What follows belongs to an exercise in optimizing a design on an open flow for small area, a short achievable clock period and few clock cycles per item; a production flow would make more cautious choices.
Function was checked by simulation only, so behaviour that the tests miss may differ from the original.

==> design/flow/design.v <==
`default_nettype none
package ray_pkg;
    localparam int FRAC_BITS = 8;
    localparam int COORD_W = 10;
    typedef logic [15:0] fix_t;
    typedef logic [COORD_W-1:0] coord_t;
    typedef struct packed {
        logic [2:0] red;
        logic [3:0] green;
        logic [2:0] blue;
    } color_t;
    typedef struct packed {
        logic   valid;
        coord_t pixel_x;
        coord_t pixel_y;
        fix_t   height;
        fix_t   descent;
        fix_t   depth;
        logic   hit;
        logic   max_depth;
    } ray_t;
    typedef struct packed {
        logic [3:0] red_shift;
        logic [3:0] green_shift;
        logic [3:0] blue_shift;
        logic [3:0] fog_shift;
        logic       red_enable;
        logic       green_enable;
        logic       blue_enable;
        logic       fog_enable;
    } shade_cfg_t;
endpackage
`default_nettype wire
`default_nettype none
module pixel_scan #(
    parameter int LANES = 5
) (
    input  wire                     clk,
    input  wire                     reset,
    input  wire  [LANES-1:0]        i_req,
    input  wire  [LANES-1:0][15:0]  i_depth,
    input  wire  [LANES-1:0][3:0]   i_row,
    input  wire                     i_load,      
    input  wire  [15:0]             i_load_depth,
    output logic [LANES-1:0]        o_grant,
    output logic [LANES-1:0]        o_sel,       
    output logic [15:0]             o_depth,
    output logic [3:0]              o_row
);
    logic [15:0] depth_g;
    logic [3:0]  row_g;
    always_comb begin
        o_grant = '0;
        depth_g = '0;
        row_g = '0;
        for (int i = LANES - 1; i >= 0; i--) begin
            if (i_req[i]) begin
                o_grant = '0;
                o_grant[i] = 1'b1;
                depth_g = i_depth[i];
                row_g = i_row[i];
            end
        end
    end
    always_ff @(posedge clk) begin
        if (reset) begin
            o_sel <= '0;
        end else begin
            o_sel <= o_grant;
        end
        if (i_load) begin
            o_depth <= i_load_depth;
        end else if (i_req != '0) begin
            o_depth <= depth_g;
            o_row <= row_g;
        end
    end
endmodule
`default_nettype wire
`default_nettype none
module ray_stage #(
    parameter logic [7:0] SCALE = 8'd255
) (
    input  wire         clk,
    input  wire         reset,
    input  wire         i_start,       
    input  wire  [7:0]  i_tilt,        
    input  wire  [7:0]  i_tilt_q,      
    input  wire  [15:0] i_eye,         
    input  wire         i_eye_bad,     
    input  wire         i_grant,       
    input  wire         i_wr_block,    
    input  wire         i_ctriv_ok,    
    output logic        o_req,         
    output logic [15:0] o_depth,
    output logic [3:0]  o_row,
    output logic        o_black_we,    
    output logic [3:0]  o_black_row,
    output logic        o_triv_we,     
    output logic [3:0]  o_triv_row,
    output logic        o_idle_next
);
    localparam logic [1:0] S_DONE = 2'd0;
    localparam logic [1:0] S_LOAD = 2'd1;
    localparam logic [1:0] S_RUN  = 2'd2;
    localparam logic [1:0] S_TRIV = 2'd3;
    localparam logic [8:0] TSCALE = 9'd256 - 9'(SCALE);
    logic [1:0]  st;
    logic [1:0]  st_n;
    logic [3:0]  row;
    logic [11:0] acc;       
    logic [15:0] h;
    logic [13:0] depth;     
    logic [7:0]  e;         
    logic [3:0]  b_one;     
    logic [3:0]  b_two;     
    logic [3:0]  b_neg;     
    logic [7:0]  e_ld;
    logic [3:0]  one_ld;
    logic [3:0]  two_ld;
    logic [8:0]  e_ext;
    assign e_ext = {e_ld, 1'b0};
    for (genvar i = 0; i < 4; i++) begin : g_benc
        assign one_ld[i] = e_ext[2*i+1] ^ e_ext[2*i];
        assign two_ld[i] = (e_ext[2*i+2] && !e_ext[2*i+1] && !e_ext[2*i]) ||
                           (!e_ext[2*i+2] && e_ext[2*i+1] && e_ext[2*i]);
    end
    function automatic logic [8:0] freeze_thr(input logic [7:0] e_in);
        case (e_in)
            8'd255:  freeze_thr = 9'd256;
            8'd254:  freeze_thr = 9'd128;
            8'd253:  freeze_thr = 9'd86;
            8'd252:  freeze_thr = 9'd64;
            8'd251:  freeze_thr = 9'd52;
            8'd250:  freeze_thr = 9'd43;
            8'd249:  freeze_thr = 9'd37;
            8'd248:  freeze_thr = 9'd32;
            8'd247:  freeze_thr = 9'd29;
            8'd246:  freeze_thr = 9'd26;
            8'd245:  freeze_thr = 9'd24;
            8'd244:  freeze_thr = 9'd22;
            8'd243:  freeze_thr = 9'd20;
            8'd242:  freeze_thr = 9'd19;
            8'd241:  freeze_thr = 9'd18;
            default: freeze_thr = 9'd0;
        endcase
    endfunction
    logic [19:0] dprod;
    logic [7:0]  dnext;
    logic        triv_next;
    assign dprod = {acc, 8'd0} - 20'(acc) * 20'(TSCALE);
    assign dnext = dprod[15:8];
    assign triv_next = (dprod[19:16] != 4'd0);
    assign e_ld = 8'd0 - dnext;
    logic triv_q;
    logic nxv;
    assign e[1] = b_neg[0];
    assign e[3] = b_neg[1];
    assign e[5] = b_neg[2];
    assign e[7] = b_neg[3];
    assign e[0] = b_one[0];
    assign e[2] = b_one[1] ^ e[1];
    assign e[4] = b_one[2] ^ e[3];
    assign e[6] = b_one[3] ^ e[5];
    logic        hit;
    logic [17:0] mxs;
    logic        mx;
    logic        frz;
    logic        fin;
    logic        show;
    logic [23:0] prod;
    logic [15:0] hn;
    assign hit  = (h[15:4] == 12'd0);
    assign mxs  = 18'(depth) + 18'(h) + 18'h3CE00;
    assign mx   = !mxs[17];
    assign frz  = (e == 8'd0) || ((h[15:9] == 7'd0) && (h[8:0] < freeze_thr(e)));
    assign fin  = hit || mx || frz;
    assign show = hit && !mx;
    logic [3:0][23:0] brow;
    logic [23:0]      brow4;
    for (genvar i = 0; i < 4; i++) begin : g_brow
        logic [16:0] mag;
        logic [16:0] x;
        assign mag = ({17{b_one[i]}} & {1'b0, h}) | ({17{b_two[i]}} & {h, 1'b0});
        assign x   = mag ^ {17{b_neg[i]}};
        if (i == 0) begin : g_first
            assign brow[i] = 24'({!b_neg[i], x});
        end else begin : g_next
            assign brow[i] = 24'({!b_neg[i], x, 1'b0, b_neg[i-1]}) << (2 * i - 2);
        end
    end
    assign brow4 = {e[7] ? h : 16'd0, 1'b0, b_neg[3], 6'd0};
    logic [23:0] s1, c1, s2, c2, s3, c3, s4, c4;
    assign s1 = brow[0] ^ brow[1] ^ brow[2];
    assign c1 = ((brow[0] & brow[1]) | (brow[0] & brow[2]) | (brow[1] & brow[2])) << 1;
    assign s2 = brow[3] ^ brow4 ^ 24'h5600FF;
    assign c2 = ((brow[3] & brow4) | (brow[3] & 24'h5600FF) | (brow4 & 24'h5600FF)) << 1;
    assign s3 = s1 ^ c1 ^ s2;
    assign c3 = ((s1 & c1) | (s1 & s2) | (c1 & s2)) << 1;
    assign s4 = s3 ^ c3 ^ c2;
    assign c4 = ((s3 & c3) | (s3 & c2) | (c3 & c2)) << 1;
    assign prod = s4 + c4;
    assign hn   = prod[23:8];
    logic leave;
    logic last;
    logic load;
    logic triv_now;
    logic triv_wait;
    logic black_fin;
    logic blk_pend;
    logic [3:0] blk_row;
    assign o_req      = (st == S_RUN) && fin && show;
    assign black_fin  = (st == S_RUN) && fin && !show;
    assign o_black_we = blk_pend;
    assign o_black_row = blk_row;
    assign leave      = black_fin || (o_req && i_grant);
    assign last       = (row == 4'd10);
    assign load       = ((st == S_LOAD) && ((row == 4'd0) || nxv)) ||
                        (leave && !last && nxv);
    assign triv_now   = leave && !last && nxv && triv_q && i_ctriv_ok &&
                        !black_fin && !i_wr_block && !blk_pend;
    assign triv_wait  = (st == S_TRIV) && i_ctriv_ok && !i_wr_block && !blk_pend;
    assign o_triv_we  = triv_now || triv_wait;
    assign o_triv_row = (st == S_TRIV) ? row : row + 4'd1;
    assign o_depth    = 16'(depth);
    assign o_row      = row;
    always_comb begin
        st_n = st;
        if (i_start) begin
            st_n = S_LOAD;
        end else if (st == S_LOAD) begin
            if (row == 4'd0) begin
                st_n = i_eye_bad ? S_TRIV : S_RUN;
            end else if (nxv) begin
                st_n = (triv_q || i_eye_bad) ? S_TRIV : S_RUN;
            end
        end else if (triv_now || triv_wait || (leave && last)) begin
            st_n = S_DONE;
        end else if (leave) begin
            st_n = !nxv ? S_LOAD : (triv_q || i_eye_bad) ? S_TRIV : S_RUN;
        end
    end
    assign o_idle_next = !i_start && ((st == S_DONE) || triv_now || triv_wait ||
                                      (leave && last));
    always_ff @(posedge clk) begin
        if (reset) begin
            st <= S_DONE;
        end else begin
            st <= st_n;
        end
        triv_q <= triv_next;
        blk_row <= row;
        if (reset) begin
            blk_pend <= 1'b0;
        end else begin
            blk_pend <= black_fin;
        end
        nxv <= !(i_start || load);
        if (i_start) begin
            row <= 4'd0;
        end else if (leave && !last) begin
            row <= row + 4'd1;
        end
        if (i_start) begin
            acc <= 12'(i_tilt);
        end else if (load) begin
            acc   <= acc + 12'(i_tilt_q);
            h     <= i_eye;
            depth <= 14'd0;
            b_one <= one_ld;
            b_two <= two_ld;
            b_neg <= {e_ld[7], e_ld[5], e_ld[3], e_ld[1]};
        end else if (st == S_RUN && !fin) begin
            h     <= hn;
            depth <= depth + h[13:0];
        end
    end
endmodule
`default_nettype wire
`default_nettype none
module ray_shader (
    input  wire  [15:0]              i_depth,
    input  var ray_pkg::shade_cfg_t i_shade,
    output ray_pkg::color_t          o_color
);
    logic [7:0] fog;
    logic [7:0] red;
    logic [7:0] green;
    logic [7:0] blue;
    function automatic logic [7:0] scaled_depth(input logic [15:0] depth,
                                                input logic [3:0] shift);
        logic [31:0] scaled;
        scaled = {16'b0, depth} << shift;
        scaled_depth = scaled[15:8];
    endfunction
    function automatic logic [7:0] shade_channel(input logic [7:0] raw,
                                                 input logic enable,
                                                 input logic fog_enable,
                                                 input logic [7:0] fog_value);
        logic [7:0] value;
        value = enable ? raw : 8'd0;
        if (fog_enable) begin
            value = (fog_value < value) ? value - fog_value : 8'd0;
        end
        shade_channel = value;
    endfunction
    assign fog = scaled_depth(i_depth, i_shade.fog_shift);
    assign red = shade_channel(scaled_depth(i_depth, i_shade.red_shift),
                               i_shade.red_enable, i_shade.fog_enable, fog);
    assign green = shade_channel(scaled_depth(i_depth, i_shade.green_shift),
                                 i_shade.green_enable, i_shade.fog_enable, fog);
    assign blue = shade_channel(scaled_depth(i_depth, i_shade.blue_shift),
                                i_shade.blue_enable, i_shade.fog_enable, fog);
    assign o_color.red = red[7:5];
    assign o_color.green = green[7:4];
    assign o_color.blue = blue[7:5];
endmodule
`default_nettype wire
`default_nettype none
module frame_buffer (
    input  wire                   clk,
    input  wire  [14:0][10:0]     i_we,       
    input  wire  [14:0][9:0]      i_wdata,    
    input  wire  [14:0][10:0]     i_fwd,      
    input  var ray_pkg::coord_t  i_read_x,
    input  var ray_pkg::coord_t  i_read_y,
    output ray_pkg::color_t       o_color
);
    logic [14:0][10:0][9:0] mem;
    for (genvar c = 0; c < 15; c++) begin : g_col
        for (genvar r = 0; r < 11; r++) begin : g_row
            always_ff @(posedge clk) begin
                if (i_we[c][r]) begin
                    mem[c][r] <= i_wdata[c];
                end
            end
        end
    end
    logic [3:0]  xf;
    logic [4:0]  yr;
    logic [14:0] col_sel;
    logic [10:0] row_sel;
    assign xf = i_read_x[4] ? ~i_read_x[3:0] : i_read_x[3:0];
    assign yr = i_read_y[4:0];
    for (genvar c = 0; c < 15; c++) begin : g_csel
        if (c == 14) begin : g_last
            assign col_sel[c] = (xf[3:1] == 3'd7);
        end else begin : g_one
            assign col_sel[c] = (xf == 4'(c));
        end
    end
    for (genvar r = 0; r < 11; r++) begin : g_rsel
        assign row_sel[r] = (yr == 5'(r + 13));
    end
    logic [14:0][9:0] col_val;
    logic [9:0]       rd;
    always_comb begin
        for (int c = 0; c < 15; c++) begin
            col_val[c] = '0;
            for (int r = 0; r < 11; r++) begin
                col_val[c] = col_val[c] | (mem[c][r] & {10{row_sel[r]}});
            end
        end
        rd = '0;
        for (int c = 0; c < 15; c++) begin
            rd = rd | (col_val[c] & {10{col_sel[c]}});
        end
    end
    logic [14:0] col_fwd;
    logic        fwd_hit;
    logic [9:0]  fwd_data;
    always_comb begin
        fwd_hit = 1'b0;
        fwd_data = '0;
        for (int c = 0; c < 15; c++) begin
            col_fwd[c] = |(i_fwd[c] & row_sel);
            fwd_hit = fwd_hit | (col_sel[c] & col_fwd[c]);
            fwd_data = fwd_data | (i_wdata[c] & {10{col_sel[c]}});
        end
    end
    always_ff @(posedge clk) begin
        o_color <= fwd_hit ? fwd_data : rd;
    end
endmodule
`default_nettype wire
`default_nettype none
module ray_march_top #(
    parameter int            SCREEN_WIDTH  = 32,
    parameter int            SCREEN_HEIGHT = 24,
    parameter int            RAY_STAGES    = 3,
    parameter ray_pkg::fix_t EPSILON       = 16'h0010,
    parameter ray_pkg::fix_t MAX_DIST      = 16'h3200
) (
    input  wire                      clk,
    input  wire                      reset,
    input  wire                      i_start,
    input  var ray_pkg::fix_t       i_eye_height,
    input  wire [7:0]                i_tilt_step,
    input  var ray_pkg::shade_cfg_t i_shade,
    input  var ray_pkg::coord_t     i_read_x,
    input  var ray_pkg::coord_t     i_read_y,
    output ray_pkg::color_t          o_color,
    output logic                     o_done
);
    localparam int LANES = 15;
    localparam int GROUPS = 3;
    localparam int PER_GROUP = LANES / GROUPS;
    localparam logic [119:0] SCALES = {
        8'd255, 8'd253, 8'd250, 8'd246, 8'd242, 8'd237, 8'd232, 8'd226,
        8'd220, 8'd214, 8'd208, 8'd202, 8'd196, 8'd190, 8'd184
    };
    logic busy;
    logic start;
    logic [7:0] tilt_q;
    ray_pkg::shade_cfg_t shade_q;
    logic eye_bad;
    logic eye_bad_in;
    logic ctriv_ok;
    logic ctriv_calc;
    ray_pkg::color_t ctriv;
    assign start = i_start && !busy;
    assign eye_bad_in = (i_eye_height < EPSILON) || (i_eye_height >= MAX_DIST);
    logic [LANES-1:0]       req;
    logic [LANES-1:0]       grant;
    logic [LANES-1:0]       sel;
    logic [LANES-1:0][15:0] depth;
    logic [LANES-1:0][3:0]  row;
    logic [LANES-1:0]       black_we;
    logic [LANES-1:0][3:0]  black_row;
    logic [LANES-1:0]       triv_we;
    logic [LANES-1:0][3:0]  triv_row;
    logic [LANES-1:0]       idle_next;
    logic [GROUPS-1:0][PER_GROUP-1:0]       g_req;
    logic [GROUPS-1:0][PER_GROUP-1:0]       g_grant;
    logic [GROUPS-1:0][PER_GROUP-1:0]       g_sel;
    logic [GROUPS-1:0][PER_GROUP-1:0][15:0] g_depth;
    logic [GROUPS-1:0][PER_GROUP-1:0][3:0]  g_row;
    logic [GROUPS-1:0][15:0]                sh_depth;
    logic [GROUPS-1:0][3:0]                 sh_row;
    logic [GROUPS-1:0][9:0]                 sh_color;
    for (genvar c = 0; c < LANES; c++) begin : g_lane
        ray_stage #(
            .SCALE (SCALES[8*c +: 8])
        ) u_lane (
            .clk         (clk),
            .reset       (reset),
            .i_start     (start),
            .i_tilt      (i_tilt_step),
            .i_tilt_q    (tilt_q),
            .i_eye       (i_eye_height),
            .i_eye_bad   (eye_bad),
            .i_grant     (grant[c]),
            .i_wr_block  (sel[c]),
            .i_ctriv_ok  (ctriv_ok),
            .o_req       (req[c]),
            .o_depth     (depth[c]),
            .o_row       (row[c]),
            .o_black_we  (black_we[c]),
            .o_black_row (black_row[c]),
            .o_triv_we   (triv_we[c]),
            .o_triv_row  (triv_row[c]),
            .o_idle_next (idle_next[c])
        );
        assign g_req[c % GROUPS][c / GROUPS] = req[c];
        assign g_depth[c % GROUPS][c / GROUPS] = depth[c];
        assign g_row[c % GROUPS][c / GROUPS] = row[c];
        assign grant[c] = g_grant[c % GROUPS][c / GROUPS];
        assign sel[c] = g_sel[c % GROUPS][c / GROUPS];
    end
    for (genvar g = 0; g < GROUPS; g++) begin : g_group
        pixel_scan #(
            .LANES (PER_GROUP)
        ) u_port (
            .clk          (clk),
            .reset        (reset),
            .i_req        (g_req[g]),
            .i_depth      (g_depth[g]),
            .i_row        (g_row[g]),
            .i_load       ((g == 0) && start),
            .i_load_depth (i_eye_height),
            .o_grant      (g_grant[g]),
            .o_sel        (g_sel[g]),
            .o_depth      (sh_depth[g]),
            .o_row        (sh_row[g])
        );
        ray_shader u_shader (
            .i_depth (sh_depth[g]),
            .i_shade (shade_q),
            .o_color (sh_color[g])
        );
    end
    logic [LANES-1:0][10:0] we;
    logic [LANES-1:0][9:0]  wdata;
    logic [LANES-1:0][10:0] sh_we;
    for (genvar c = 0; c < LANES; c++) begin : g_wport
        for (genvar r = 0; r < 11; r++) begin : g_wrow
            assign sh_we[c][r] = (sel[c] && sh_row[c % GROUPS] == 4'(r)) ||
                                 (black_we[c] && black_row[c] == 4'(r));
            assign we[c][r] = sh_we[c][r] ||
                              (black_we[c] && black_row[c] == 4'(r)) ||
                              (triv_we[c] && triv_row[c] <= 4'(r));
        end
        assign wdata[c] = sel[c] ? sh_color[c % GROUPS] :
                          triv_we[c] ? ctriv : 10'd0;
    end
    frame_buffer u_frame_buffer (
        .clk      (clk),
        .i_we     (we),
        .i_wdata  (wdata),
        .i_fwd    (sh_we),
        .i_read_x (i_read_x),
        .i_read_y (i_read_y),
        .o_color  (o_color)
    );
    always_ff @(posedge clk) begin
        if (reset) begin
            busy <= 1'b0;
            o_done <= 1'b0;
            ctriv_ok <= 1'b0;
            ctriv_calc <= 1'b0;
        end else begin
            o_done <= busy && (&idle_next);
            if (start) begin
                busy <= 1'b1;
            end else if (busy && (&idle_next)) begin
                busy <= 1'b0;
            end
            ctriv_calc <= start;
            if (start) begin
                ctriv_ok <= 1'b0;
            end else if (ctriv_calc) begin
                ctriv_ok <= 1'b1;
            end
        end
        if (start) begin
            tilt_q <= i_tilt_step;
            shade_q <= i_shade;
            eye_bad <= eye_bad_in;
        end
        if (ctriv_calc) begin
            ctriv <= eye_bad ? 10'd0 : sh_color[0];
        end
    end
endmodule
`default_nettype wire
==> design/flow/run.sh <==
#!/bin/bash
# synth_recipe.tcl (not shown) runs the flow's synth.tcl, then flattens the netlist and writes it again
# the make line also repeats each setting of config.mk as NAME=value (left out here)
make -C /OpenROAD-flow-scripts/flow DESIGN_CONFIG=/design/flow/config.mk WORK_HOME=/design/flow/orfs CLKGATE_MAP_FILE= SYNTH_SCRIPT=/design/flow/synth_recipe.tcl finish
==> design/flow/config.mk <==
export PLATFORM = sky130hd
export DESIGN_NAME = ray_march_top
export DESIGN_NICKNAME = ray_march_top
export VERILOG_FILES = /design/flow/design.v
export SDC_FILE = /design/flow/constraint.sdc
export NUM_CORES = 4
export LEC_CHECK = 0
export ABC_AREA = 1
export CAP_MARGIN = 60
export CORE_MARGIN = 2
export CORE_UTILIZATION = 50
export SETUP_SLACK_MARGIN = 5
export SLEW_MARGIN = 60
export SYNTH_MEMORY_MAX_BITS = 8192
export TNS_END_PERCENT = 0
==> design/flow/constraint.sdc <==
create_clock -name core_clock -period 10.0 [get_ports {clk}]
set_input_delay 2.0000 -clock core_clock [delete_from_list [all_inputs] [get_ports {clk}]]
set_output_delay 2.0000 -clock core_clock [all_outputs]
set_load 0.01 [all_outputs]
==> metrics.cfg <==
[yosys]
synth_top_family_by_area=adder cells
synth_mux_area_frac=0.00127
syn_avg_cell_area_um2=8.67
ys_ff_latch=2779
yosysWarnings=19
synth-simple-area-share=0.156
synth_edf_count=2495
synth_top_area_share=0.341
synthAdderAreaFrac=0.176
ys_seq_area_frac=0.366
synthFlopType=edfxtp_1
synth_cell_type_count=90
yosys-top-cells-area=edfxtp_1, ha_1, nand2_1, fa_1, inv_1
synth-compound-area-share=0.141
synth_nets=28000
synth_commonest_cells=nand2_1, inv_1, edfxtp_1, ha_1, xor2_1
yosysMostFrequentCell=nand2_1
synth.largest_area_cell=edfxtp_1
synth-xor-area-share=0.0707
synthArstFlopShare=0
synth_cells=25400
synthesis.area_mm2=0.220

[timing]
tns_ns=0
tightest_slew_ns=0.680
min_period_ns=5.09
rsz0062_at_grt=yes
maxSlewViolCount=0
setup_viol=0
fin_skew_ns=0.125
finalCritPeriodShare=0.509
finalHoldViolCount=0
setup_ws_ns=4.91
max_freq_ghz=0.196
max_slew_margin=0.545

[cts]
clk_pin_slew_ns=0.06
clock-root-buffer=clkbuf_16
postCtsHoldBufs=0
cts_sinks=2779
cts_tree=yes
numCtsBuffers=321
h-tree-depth=5
clockBufferDepth=4
clkLatencyLatePin_ns=1.02

[flow_run]
max-cap-violations=0

[final_layout]
finalNetCount=28700
syn2layout_area_growth_pct=13.7
drive_gt1_frac=0.117
post-route-cell-area_mm2=0.250
fill_cells=39400

[critical_path]
startpoint_type=input pin
crit_path_top_delay_cell=clkdlybuf4s50_1
path_common_cell=nor2_1
arrival_ns=5.96
required_ns=10.86
critical_path_peak_fanout=61
crit_path_max_incr_delay_ns=0.60
worst-path-buf-inv=6
crit_chain=clkdlybuf4s50_1 -> inv_1 -> nor2_2 -> nand2_1 -> buf_12 -> inv_12 -> buf_12 -> buf_4 -> a22oi_1 -> nand4_1 -> nand2_1 -> o2111ai_1 -> nor2_1 -> nand4_1 -> nor2_1 -> nor2_1
cp-end-kind=flop
path_class=input pin to flop
crit_family=buffers and inverters

[place]
dp_slack_ns=3.50
gp_congestion=1.00
io_buffers=67
hpwl_um=558000
placed_area_mm2=0.230

[grt]
grt_max_degree=88
grt_pass1_wl_um=1120000
grt_pass1_vias=174000
antenna_found_initial=46
gr-total-overflow=0
grt_usage=0.334

[floorplan]
rows=243
die_height_um=667
pin_count=78
dieArea_mm2=0.445
dieWidth_um=667
coreArea_mm2=0.438
start_util=0.502

[drt]
drt.antenna.violating_nets=0
routed_wirelength_um=771000
vias_per_cell=5.82
via_count=188000
drt_iter0_drc=20000
drc=0
dr.pass1.iters=8
wl_per_cell_um=23.9

[worst_hold_path]
hold_path.class=flop to flop

[outcome]
status=no timing/DRC/antenna violations

## cells in the final DEF, fill, tap and decap left out, types with 86 or more instances in the layout
| master | synthesis | layout |
|---|---|---|
| o21ai_0 | 1373 | 1226 |
| nand4_1 | 330 | 330 |
| nor2_1 | 1472 | 1401 |
| a221oi_1 | 253 | 231 |
| inv_1 | 3967 | 3780 |
| fa_1 | 837 | 829 |
| nand2_1 | 4582 | 4450 |
| a21oi_1 | 1245 | 1165 |
| clkbuf_16 | 0 | 328 |
| buf_6 | 14 | 119 |
| o21bai_1 | 98 | 92 |
| or2_2 | 121 | 120 |
| clkbuf_1 | 378 | 86 |
| a22oi_1 | 110 | 102 |
| a22o_1 | 187 | 186 |
| inv_2 | 91 | 140 |
| clkinv_1 | 154 | 106 |
| o22ai_1 | 1109 | 1034 |
| buf_4 | 29 | 904 |
| nand3_1 | 987 | 949 |
| xor2_1 | 1495 | 1461 |
| nand2_2 | 69 | 178 |
| o21ai_1 | 90 | 162 |
| clkinv_2 | 0 | 95 |
| dfxtp_1 | 284 | 278 |
| xnor2_1 | 279 | 271 |
| ha_1 | 1754 | 1727 |
| edfxtp_1 | 2495 | 2495 |
| clkinvlp_4 | 0 | 130 |
| nor3_1 | 183 | 170 |
## metal layers
layer,track usage,vias to the layer above,share of wire
met4,0.147,4,0.051
met2,0.515,8441,0.44
met1,0.458,90300,0.42
met5,0,-,0.000040
met3,0.0625,1495,0.097
li1,-,87600,-
## metrics by stage
step | instances | hold WS (ns) | util
after floorplan | 25400 | 0.371 | -
after global placement | 30800 | 0.389 | 0.519
after detailed placement | 30900 | 0.393 | 0.525
after CTS | 31800 | 0.373 | 0.555
after global routing | 32200 | 0.399 | 0.571
final | 32300 | 0.385 | 0.571
## path summary, 6_finish.rpt
kind | startpoint | endpoint | slack, ns | depth (start not counted)
min reg2reg | g_lane[1].u_lane.row[3] | g_lane[1].u_lane.blk_row[3] | 0.38 | 0
min | g_lane[1].u_lane.row[3] | g_lane[1].u_lane.blk_row[3] | 0.38 | 0
max | i_read_y[2] | u_frame_buffer.o_color[5] | 4.91 | 16
max reg2reg | shade_q[5] | u_frame_buffer.o_color[8] | 4.95 | 22
## final cells by class
| type | count | area [um2] | share of cell area |
|---|---|---|---|
| Antenna cell | 36 | 90.1 | 0.000360 |
| Clock buffer | 418 | 8530 | 0.0341 |
| Clock inverter | 171 | 1930 | 0.00771 |
| Inverter | 4225 | 16700 | 0.0669 |
| Multi-Input combinational cell | 17600 | 124000 | 0.497 |
| Sequential cell | 2779 | 80600 | 0.322 |
| Tap cell | 5880 | 7360 | 0.0294 |
| Timing Repair Buffer | 1193 | 10400 | 0.0417 |
| Timing Repair inverter | 9 | 55.1 | 0.000220 |
## logic make-up after synthesis
| group | count (synthesis) |
|---|---|
| AOI/OAI and AO/OA | 5097 |
| xor gates and xnor gates | 1775 |
| DFF | 2779 |
| and+or+nand+nor | 8053 |
| buffers and inverters | 5042 |
| muxes | 28 |
| adders and majority gates | 2591 |
## flip-flops by register name (all words and copies together) (netlist names), 30 cells and up
| name | cells |
|---|---|
| g_group.u_port.o_depth | 44 |
| g_lane.u_lane.acc | 180 |
| g_lane.u_lane.b_neg | 60 |
| g_lane.u_lane.b_one | 60 |
| g_lane.u_lane.b_two | 60 |
| g_lane.u_lane.blk_row | 60 |
| g_lane.u_lane.depth | 210 |
| g_lane.u_lane.h | 240 |
| g_lane.u_lane.row | 60 |
| g_lane.u_lane.st | 30 |
| u_frame_buffer.mem | 1650 |
## what timing repair did
item / in CTS / in global routing
resized for setup: 306 / 670
buffers inserted: 232 / 416
cloned: 5 / 15
pin swaps: 24 / 210
endpoints found under the setup margin: 2294 / 2624
Testbench counts, summed over its fixed seeds: cycles 2,141, frames 48.

[static timing again, ports no longer ideal]
The results above use ideal ports. As a check the final layout listed here was re-extracted and re-timed, cells and wires unchanged. Step 1 (the two cells are an assumption about what drives the block):
set clk [get_ports {clk}]
set_driving_cell -lib_cell sky130_fd_sc_hd__clkbuf_16 $clk
set_driving_cell -lib_cell sky130_fd_sc_hd__buf_2 [delete_from_list [all_inputs] $clk]
Step 2 moves the port delays by t, midway between the first and last clock arrival at a register: inputs arrive t later, outputs are due t later. That takes back most of the time a late clock gives input paths. Three values: no drivers, after step 1, after step 2; two values: the first two.
shift t [ns]: 1.087
slack for setup (ns): 4.906 / 4.946 / 3.915
worst data-port slew with drivers (ns): 0.24
After both steps this run still meets setup and hold. For this run, drivers alone change the setup slack by +0.040 ns; drivers and shift together by -0.991 ns.
